This is an optimization exercise on Yosys and OpenROAD, whose aim is small area, a short achievable clock period and few clock cycles per item, not a production implementation.
Function was checked by simulation only, so behaviour that the tests miss may differ from the original.

==> 12-18 <==
==> flow/design.v (excerpt) <==
module xoshiro256plus_with_jump_schedule
(
	input  logic        clk,
	input  logic        arst_n,
	input  logic        req_valid,
	output logic        req_ready,
	input  logic        req_op,
	input  logic [63:0] req_seed,
	output logic        rsp_valid,
	input  logic        rsp_ready,
	output logic [63:0] rsp_value,
	input  logic        cfg_we,
	input  logic        cfg_wdata
);
	localparam int NCHUNK = 4;
	logic              load_seed;
	logic              load_y;
	logic              out_load;
	logic [NCHUNK-1:0] chunk_sel;
	logic              x_u;
	logic              x_acc;
	logic              g_short;
	logic              g_long;
	logic [255:0]      u_q;
	logic [255:0]      acc_q;
	logic [255:0]      y, yr;
	logic [63:0]       w0, w3;
	logic [63:0]       value_q;
	xjs_seq #(
		.NCHUNK (NCHUNK)
	) u_seq (
		.clk       (clk),
		.arst_n    (arst_n),
		.req_valid (req_valid),
		.req_op    (req_op),
		.req_ready (req_ready),
		.rsp_ready (rsp_ready),
		.rsp_valid (rsp_valid),
		.cfg_we    (cfg_we),
		.cfg_wdata (cfg_wdata),
		.load_seed (load_seed),
		.load_y    (load_y),
		.out_load  (out_load),
		.chunk_sel (chunk_sel),
		.x_u       (x_u),
		.x_acc     (x_acc),
		.g_short   (g_short),
		.g_long    (g_long)
	);
	xjs_step_unit u_step (
		.u         (u_q),
		.acc       (acc_q),
		.seed      (req_seed),
		.chunk_sel (chunk_sel),
		.x_u       (x_u),
		.x_acc     (x_acc),
		.g_short   (g_short),
		.g_long    (g_long),
		.y         (y),
		.yr        (yr),
		.w0        (w0),
		.w3        (w3)
	);
	always_ff @(posedge clk or negedge arst_n) begin
		if (!arst_n) begin
			u_q <= '0;
		end else if (load_seed) begin
			u_q <= yr;
		end else if (load_y) begin
			u_q <= y;
		end
	end
	always_ff @(posedge clk) begin
		acc_q <= y;
	end
	always_ff @(posedge clk) begin
		if (out_load) begin
			value_q <= w0 + w3;
		end
	end
	assign rsp_value = value_q;
endmodule
Settings: LEC_CHECK=0, CAP_MARGIN=20, CORE_MARGIN=2, CORE_UTILIZATION=33, GPL_TIMING_DRIVEN=0, SLEW_MARGIN=20; clock period 5.0 ns.
run.sh (not shown) runs the stock make flow with config.mk's settings and CLKGATE_MAP_FILE= SYNTH_SCRIPT=/design/flow/synth_recipe.tcl, a recipe that flattens the netlist after the stock synthesis.
==> 01-16 (differences from 12-18) <==
--- a/flow/design.v
+++ b/flow/design.v
@@ -10,14 +10,15 @@
 	output logic              rsp_valid,
 	input  logic              cfg_we,
 	input  logic              cfg_wdata,
 	output logic              load_seed,   
 	output logic              load_y,      
+	output logic              rot,         
 	output logic              out_load,    
-	output logic [NCHUNK-1:0] chunk_sel,   
 	output logic              x_u,         
 	output logic              x_acc,       
+	output logic              e_on,        
 	output logic              g_short,     
 	output logic              g_long       
 );
 	localparam logic OP_RESEED = 1'b0;
 	localparam logic [2:0] COUNT_LAST = 3'd5;
@@ -34,42 +35,49 @@
 	logic [2:0]        inc_d;
 	logic              out_free;
 	logic              take;
 	logic              draw;
 	logic              last;
+	logic              tail_q, tail_d;     
+	logic              first_q, first_d;   
 	assign out_free  = !valid_q || rsp_ready;
 	assign out_load  = pend_q && out_free;
 	assign req_ready = !busy_q && (!pend_q || out_free);
 	assign take      = req_valid && req_ready;
 	assign draw      = take && (req_op != OP_RESEED);
 	assign rsp_valid = valid_q;
-	assign last      = busy_q && chunk_q[0];
+	assign last      = busy_q && tail_q;
 	assign load_seed = take && (req_op == OP_RESEED);
 	assign load_y    = (draw && !(jl_q || js_q)) || last;
 	assign count_inc = (count_q == COUNT_LAST) ? 3'd0 : count_q + 3'd1;
 	always_comb begin
 		count_d    = count_q;
 		sched_on_d = sched_on_q;
 		busy_d     = busy_q;
 		long_d     = long_q;
 		chunk_d    = chunk_q;
+		tail_d     = tail_q;
+		first_d    = 1'b0;
 		if (take) begin
 			count_d = (req_op == OP_RESEED) ? 3'd0 : count_inc;
 		end
 		if (cfg_we) begin
 			sched_on_d = cfg_wdata;
 		end
 		if (draw && (jl_q || js_q)) begin
 			busy_d  = 1'b1;
+			first_d = 1'b1;
 			long_d  = jl_q;
 			chunk_d = chunk_q >> 1;
 		end else if (last) begin
 			busy_d  = 1'b0;
+			tail_d  = 1'b0;
 			chunk_d = '0;
 			chunk_d[NCHUNK-1] = 1'b1;
 		end else if (busy_q) begin
 			chunk_d = chunk_q >> 1;
+			tail_d  = chunk_q[0];
 		end
 	end
 	assign inc_d = (count_d == COUNT_LAST) ? 3'd0 : count_d + 3'd1;
 	assign jl_d  = sched_on_d && ((inc_d == 3'd0) || (inc_d == 3'd3));
 	assign js_d  = sched_on_d && ((inc_d == 3'd2) || (inc_d == 3'd4));
@@ -80,10 +88,12 @@
 			count_q    <= 3'd0;
 			sched_on_q <= 1'b1;
 			busy_q     <= 1'b0;
 			long_q     <= 1'b0;
 			chunk_q    <= {1'b1, {(NCHUNK-1){1'b0}}};
+			tail_q     <= 1'b0;
+			first_q    <= 1'b0;
 			jl_q       <= 1'b0;
 			js_q       <= 1'b0;
 			x_u        <= 1'b1;
 			x_acc      <= 1'b0;
 			g_long     <= 1'b0;
@@ -102,43 +112,43 @@
 			count_q    <= count_d;
 			sched_on_q <= sched_on_d;
 			busy_q     <= busy_d;
 			long_q     <= long_d;
 			chunk_q    <= chunk_d;
+			tail_q     <= tail_d;
+			first_q    <= first_d;
 			jl_q       <= jl_d;
 			js_q       <= js_d;
 			x_u        <= !busy_d && !(jl_d || js_d);
-			x_acc      <= busy_d;
+			x_acc      <= busy_d && !first_d;
 			g_long     <= busy_d ? long_d : jl_d;
 			g_short    <= busy_d ? !long_d : js_d;
 		end
 	end
-	assign chunk_sel = chunk_q;
+	assign rot       = (draw && (jl_q || js_q)) || (busy_q && !last);
+	assign e_on      = busy_q;
 endmodule
 module xjs_step_unit (
 	input  logic [255:0] u,
 	input  logic [255:0] acc,
 	input  logic [63:0]  seed,
-	input  logic [3:0]   chunk_sel,   
 	input  logic         x_u,
 	input  logic         x_acc,
 	input  logic         g_short,
 	input  logic         g_long,
+	input  logic [255:0] e,         
+	input  logic         e_on,
+	output logic [255:0] eng,       
 	output logic [255:0] y,
 	output logic [255:0] yr,
 	output logic [63:0]  w0,
 	output logic [63:0]  w3
 );
 	logic [63:0] uc;
 	logic [255:0] x, cx, es, el;
 	logic [1229:0] v;
-	always_comb begin
-		uc = '0;
-		for (int j = 0; j < 4; j++) begin
-			uc = uc | (u[j*64 +: 64] & {64{chunk_sel[j]}});
-		end
-	end
+	assign uc = u[255:192];
 	assign x = (u & {256{x_u}}) | (acc & {256{x_acc}});
 	assign v[63:0] = uc;
 	assign v[64] = v[55] ^ v[60];
 	assign v[65] = v[37] ^ v[0];
 	assign v[66] = v[32] ^ v[29];
@@ -2071,11 +2081,12 @@
 	assign cx[251] = (x[251] ^ (x[187] ^ x[206]));
 	assign cx[252] = (x[252] ^ (x[188] ^ x[207]));
 	assign cx[253] = (x[253] ^ (x[189] ^ x[208]));
 	assign cx[254] = (x[254] ^ (x[190] ^ x[209]));
 	assign cx[255] = (x[255] ^ (x[191] ^ x[210]));
-	assign y = cx ^ (es & {256{g_short}}) ^ (el & {256{g_long}});
+	assign eng = (es & {256{g_short}}) | (el & {256{g_long}});
+	assign y = cx ^ (e & {256{e_on}});
 	assign yr[0] = ~(seed[26] ^ (seed[0] ^ seed[19]));
 	assign yr[1] = ~(seed[27] ^ (seed[1] ^ seed[20]));
 	assign yr[2] = ~(seed[28] ^ (seed[2] ^ seed[21]));
 	assign yr[3] = (seed[29] ^ (seed[3] ^ seed[22]));
 	assign yr[4] = ~(seed[30] ^ (seed[4] ^ seed[23]));
@@ -2475,15 +2486,17 @@
 );
 	localparam int NCHUNK = 4;
 	logic              load_seed;
 	logic              load_y;
 	logic              out_load;
-	logic [NCHUNK-1:0] chunk_sel;
+	logic              rot;
 	logic              x_u;
 	logic              x_acc;
 	logic              g_short;
 	logic              g_long;
+	logic              e_on;
+	logic [255:0]      eng, eng_q;
 	logic [255:0]      u_q;
 	logic [255:0]      acc_q;
 	logic [255:0]      y, yr;
 	logic [63:0]       w0, w3;
 	logic [63:0]       value_q;
@@ -2500,25 +2513,28 @@
 		.cfg_we    (cfg_we),
 		.cfg_wdata (cfg_wdata),
 		.load_seed (load_seed),
 		.load_y    (load_y),
 		.out_load  (out_load),
-		.chunk_sel (chunk_sel),
+		.rot       (rot),
 		.x_u       (x_u),
 		.x_acc     (x_acc),
 		.g_short   (g_short),
-		.g_long    (g_long)
+		.g_long    (g_long),
+		.e_on      (e_on)
 	);
 	xjs_step_unit u_step (
 		.u         (u_q),
 		.acc       (acc_q),
 		.seed      (req_seed),
-		.chunk_sel (chunk_sel),
 		.x_u       (x_u),
 		.x_acc     (x_acc),
 		.g_short   (g_short),
 		.g_long    (g_long),
+		.e         (eng_q),
+		.e_on      (e_on),
+		.eng       (eng),
 		.y         (y),
 		.yr        (yr),
 		.w0        (w0),
 		.w3        (w3)
 	);
@@ -2527,16 +2543,21 @@
 			u_q <= '0;
 		end else if (load_seed) begin
 			u_q <= yr;
 		end else if (load_y) begin
 			u_q <= y;
+		end else if (rot) begin
+			u_q <= {u_q[255-256/NCHUNK:0], u_q[255:256-256/NCHUNK]};
 		end
 	end
 	always_ff @(posedge clk) begin
 		acc_q <= y;
 	end
 	always_ff @(posedge clk) begin
+		eng_q <= eng;
+	end
+	always_ff @(posedge clk) begin
 		if (out_load) begin
 			value_q <= w0 + w3;
 		end
 	end
 	assign rsp_value = value_q;
CAP_MARGIN = 35   (was 20)
CORE_UTILIZATION = 28   (was 33)
GPL_TIMING_DRIVEN = unset   (was 0)
SETUP_SLACK_MARGIN = 0.4   (was unset)
SLEW_MARGIN = 35   (was 20)
==> 02-15 (differences from 12-18) <==
--- a/flow/design.v
+++ b/flow/design.v
@@ -10,14 +10,15 @@
 	output logic              rsp_valid,
 	input  logic              cfg_we,
 	input  logic              cfg_wdata,
 	output logic              load_seed,   
 	output logic              load_y,      
+	output logic              rot,         
 	output logic              out_load,    
-	output logic [NCHUNK-1:0] chunk_sel,   
 	output logic              x_u,         
 	output logic              x_acc,       
+	output logic              e_on,        
 	output logic              g_short,     
 	output logic              g_long       
 );
 	localparam logic OP_RESEED = 1'b0;
 	localparam logic [2:0] COUNT_LAST = 3'd5;
@@ -34,42 +35,49 @@
 	logic [2:0]        inc_d;
 	logic              out_free;
 	logic              take;
 	logic              draw;
 	logic              last;
+	logic              tail_q, tail_d;     
+	logic              first_q, first_d;   
 	assign out_free  = !valid_q || rsp_ready;
 	assign out_load  = pend_q && out_free;
 	assign req_ready = !busy_q && (!pend_q || out_free);
 	assign take      = req_valid && req_ready;
 	assign draw      = take && (req_op != OP_RESEED);
 	assign rsp_valid = valid_q;
-	assign last      = busy_q && chunk_q[0];
+	assign last      = busy_q && tail_q;
 	assign load_seed = take && (req_op == OP_RESEED);
 	assign load_y    = (draw && !(jl_q || js_q)) || last;
 	assign count_inc = (count_q == COUNT_LAST) ? 3'd0 : count_q + 3'd1;
 	always_comb begin
 		count_d    = count_q;
 		sched_on_d = sched_on_q;
 		busy_d     = busy_q;
 		long_d     = long_q;
 		chunk_d    = chunk_q;
+		tail_d     = tail_q;
+		first_d    = 1'b0;
 		if (take) begin
 			count_d = (req_op == OP_RESEED) ? 3'd0 : count_inc;
 		end
 		if (cfg_we) begin
 			sched_on_d = cfg_wdata;
 		end
 		if (draw && (jl_q || js_q)) begin
 			busy_d  = 1'b1;
+			first_d = 1'b1;
 			long_d  = jl_q;
 			chunk_d = chunk_q >> 1;
 		end else if (last) begin
 			busy_d  = 1'b0;
+			tail_d  = 1'b0;
 			chunk_d = '0;
 			chunk_d[NCHUNK-1] = 1'b1;
 		end else if (busy_q) begin
 			chunk_d = chunk_q >> 1;
+			tail_d  = chunk_q[0];
 		end
 	end
 	assign inc_d = (count_d == COUNT_LAST) ? 3'd0 : count_d + 3'd1;
 	assign jl_d  = sched_on_d && ((inc_d == 3'd0) || (inc_d == 3'd3));
 	assign js_d  = sched_on_d && ((inc_d == 3'd2) || (inc_d == 3'd4));
@@ -80,10 +88,12 @@
 			count_q    <= 3'd0;
 			sched_on_q <= 1'b1;
 			busy_q     <= 1'b0;
 			long_q     <= 1'b0;
 			chunk_q    <= {1'b1, {(NCHUNK-1){1'b0}}};
+			tail_q     <= 1'b0;
+			first_q    <= 1'b0;
 			jl_q       <= 1'b0;
 			js_q       <= 1'b0;
 			x_u        <= 1'b1;
 			x_acc      <= 1'b0;
 			g_long     <= 1'b0;
@@ -102,43 +112,43 @@
 			count_q    <= count_d;
 			sched_on_q <= sched_on_d;
 			busy_q     <= busy_d;
 			long_q     <= long_d;
 			chunk_q    <= chunk_d;
+			tail_q     <= tail_d;
+			first_q    <= first_d;
 			jl_q       <= jl_d;
 			js_q       <= js_d;
 			x_u        <= !busy_d && !(jl_d || js_d);
-			x_acc      <= busy_d;
+			x_acc      <= busy_d && !first_d;
 			g_long     <= busy_d ? long_d : jl_d;
 			g_short    <= busy_d ? !long_d : js_d;
 		end
 	end
-	assign chunk_sel = chunk_q;
+	assign rot       = (draw && (jl_q || js_q)) || (busy_q && !last);
+	assign e_on      = busy_q;
 endmodule
 module xjs_step_unit (
 	input  logic [255:0] u,
 	input  logic [255:0] acc,
 	input  logic [63:0]  seed,
-	input  logic [3:0]   chunk_sel,   
 	input  logic         x_u,
 	input  logic         x_acc,
 	input  logic         g_short,
 	input  logic         g_long,
+	input  logic [255:0] e,         
+	input  logic         e_on,
+	output logic [255:0] eng,       
 	output logic [255:0] y,
 	output logic [255:0] yr,
 	output logic [63:0]  w0,
 	output logic [63:0]  w3
 );
 	logic [63:0] uc;
 	logic [255:0] x, cx, es, el;
 	logic [1229:0] v;
-	always_comb begin
-		uc = '0;
-		for (int j = 0; j < 4; j++) begin
-			uc = uc | (u[j*64 +: 64] & {64{chunk_sel[j]}});
-		end
-	end
+	assign uc = u[255:192];
 	assign x = (u & {256{x_u}}) | (acc & {256{x_acc}});
 	assign v[63:0] = uc;
 	assign v[64] = v[55] ^ v[60];
 	assign v[65] = v[37] ^ v[0];
 	assign v[66] = v[32] ^ v[29];
@@ -2071,11 +2081,12 @@
 	assign cx[251] = (x[251] ^ (x[187] ^ x[206]));
 	assign cx[252] = (x[252] ^ (x[188] ^ x[207]));
 	assign cx[253] = (x[253] ^ (x[189] ^ x[208]));
 	assign cx[254] = (x[254] ^ (x[190] ^ x[209]));
 	assign cx[255] = (x[255] ^ (x[191] ^ x[210]));
-	assign y = cx ^ (es & {256{g_short}}) ^ (el & {256{g_long}});
+	assign eng = (es & {256{g_short}}) | (el & {256{g_long}});
+	assign y = cx ^ (e & {256{e_on}});
 	assign yr[0] = ~(seed[26] ^ (seed[0] ^ seed[19]));
 	assign yr[1] = ~(seed[27] ^ (seed[1] ^ seed[20]));
 	assign yr[2] = ~(seed[28] ^ (seed[2] ^ seed[21]));
 	assign yr[3] = (seed[29] ^ (seed[3] ^ seed[22]));
 	assign yr[4] = ~(seed[30] ^ (seed[4] ^ seed[23]));
@@ -2475,15 +2486,17 @@
 );
 	localparam int NCHUNK = 4;
 	logic              load_seed;
 	logic              load_y;
 	logic              out_load;
-	logic [NCHUNK-1:0] chunk_sel;
+	logic              rot;
 	logic              x_u;
 	logic              x_acc;
 	logic              g_short;
 	logic              g_long;
+	logic              e_on;
+	logic [255:0]      eng, eng_q;
 	logic [255:0]      u_q;
 	logic [255:0]      acc_q;
 	logic [255:0]      y, yr;
 	logic [63:0]       w0, w3;
 	logic [63:0]       value_q;
@@ -2500,25 +2513,28 @@
 		.cfg_we    (cfg_we),
 		.cfg_wdata (cfg_wdata),
 		.load_seed (load_seed),
 		.load_y    (load_y),
 		.out_load  (out_load),
-		.chunk_sel (chunk_sel),
+		.rot       (rot),
 		.x_u       (x_u),
 		.x_acc     (x_acc),
 		.g_short   (g_short),
-		.g_long    (g_long)
+		.g_long    (g_long),
+		.e_on      (e_on)
 	);
 	xjs_step_unit u_step (
 		.u         (u_q),
 		.acc       (acc_q),
 		.seed      (req_seed),
-		.chunk_sel (chunk_sel),
 		.x_u       (x_u),
 		.x_acc     (x_acc),
 		.g_short   (g_short),
 		.g_long    (g_long),
+		.e         (eng_q),
+		.e_on      (e_on),
+		.eng       (eng),
 		.y         (y),
 		.yr        (yr),
 		.w0        (w0),
 		.w3        (w3)
 	);
@@ -2527,16 +2543,21 @@
 			u_q <= '0;
 		end else if (load_seed) begin
 			u_q <= yr;
 		end else if (load_y) begin
 			u_q <= y;
+		end else if (rot) begin
+			u_q <= {u_q[255-256/NCHUNK:0], u_q[255:256-256/NCHUNK]};
 		end
 	end
 	always_ff @(posedge clk) begin
 		acc_q <= y;
 	end
 	always_ff @(posedge clk) begin
+		eng_q <= eng;
+	end
+	always_ff @(posedge clk) begin
 		if (out_load) begin
 			value_q <= w0 + w3;
 		end
 	end
 	assign rsp_value = value_q;
CORE_UTILIZATION = 28   (was 33)
GPL_TIMING_DRIVEN = unset   (was 0)
==> run summary <==
quantity                                                                               01-16                                                                  02-15                     12-18
Outcome                                                                      failed layout checks                                                   failed layout checks    stopped before the end
Failing step                                                                               -                                                                      -  global routing (5_1_grt)
Reasons for failing layout checks                                       negative setup slack  max-capacitance violations, max-slew violations, negative setup slack                         -
Capturing instance or port of the critical path                                    eng_q[69]                                                              eng_q[69]                         -
Clock network share of area                                                            2.60%                                                                  2.59%                         -
Required time of the critical path                                                   5.71 ns                                                                5.81 ns                         -
Crit path DAT                                                                        5.77 ns                                                                5.86 ns                         -
Number of nets with antenna violations after routing                                       0                                                                      0                         -
IO Port Bufs                                                                             136                                                                    136                       107
Total setup buffers inserted after CTS                                                     0                                                                      0                       667
Vias after detailed routing                                                           109000                                                                 110000                         -
Post-synthesis instance total                                                          10500                                                                  10500                      9441
Cts repair resizes                                                                         4                                                                      0                      2858
Critical Path Source                                                                u_q[254]                                                               u_q[254]                         -
Worst hold-check path type                                           input port to async pin                                                input port to async pin                         -
Portion of synthesized cell area occupied by the leading cell type                     42.1%                                                                  42.1%                     33.4%
Die footprint                                                                     337000 um2                                                             337000 um2                         -
Most used flip-flop cell after synthesis                            sky130_fd_sc_hd__dfxtp_1                                               sky130_fd_sc_hd__dfxtp_1  sky130_fd_sc_hd__dfrtp_1
Y dimension of the die                                                                581 um                                                                 581 um                    549 um
Testbench counts of 12-18, summed over its fixed seeds: cycles 3,511, draws 1,160.
Testbench counts of 01-16, summed over its fixed seeds: cycles 4,276, draws 1,160.
Testbench counts of 02-15, summed over its fixed seeds: cycles 4,276, draws 1,160.

==> what the ideal ports hide <==
The flow's constraints put no driver on any port. The routed layouts listed below were extracted and timed again, unchanged, in two steps.
Step 1 sets driving cells, clkbuf_16 on the clock port and buf_2 on the other inputs (assumed; they add their load-dependent delay and slew).
Step 2 times the ports against the registers' clock, not the clock port: input delays grow and output delays shrink by t, the midpoint of the rising clock arrivals with the driver on.
a / b / c = ideal / step 1 / step 2; a / b = the first two.
| run | shift t [ns] | slack for setup (ns) | worst hold slack (ns) | clock arrival spread, ns | worst slew at a driven data input, ns | cell pins on the clock port's net |
|---|---|---|---|---|---|---|
| 01-16 | 1.028 | -0.065 / -0.065 / -0.065 | 0.045 / -0.031 / 0.428 | 0.187 / 0.187 | 0.14 | 1 |
| 02-15 | 1.030 | -0.049 / -0.049 / -0.049 | -0.021 / -0.092 / 0.444 | 0.191 / 0.192 | 0.12 | 1 |
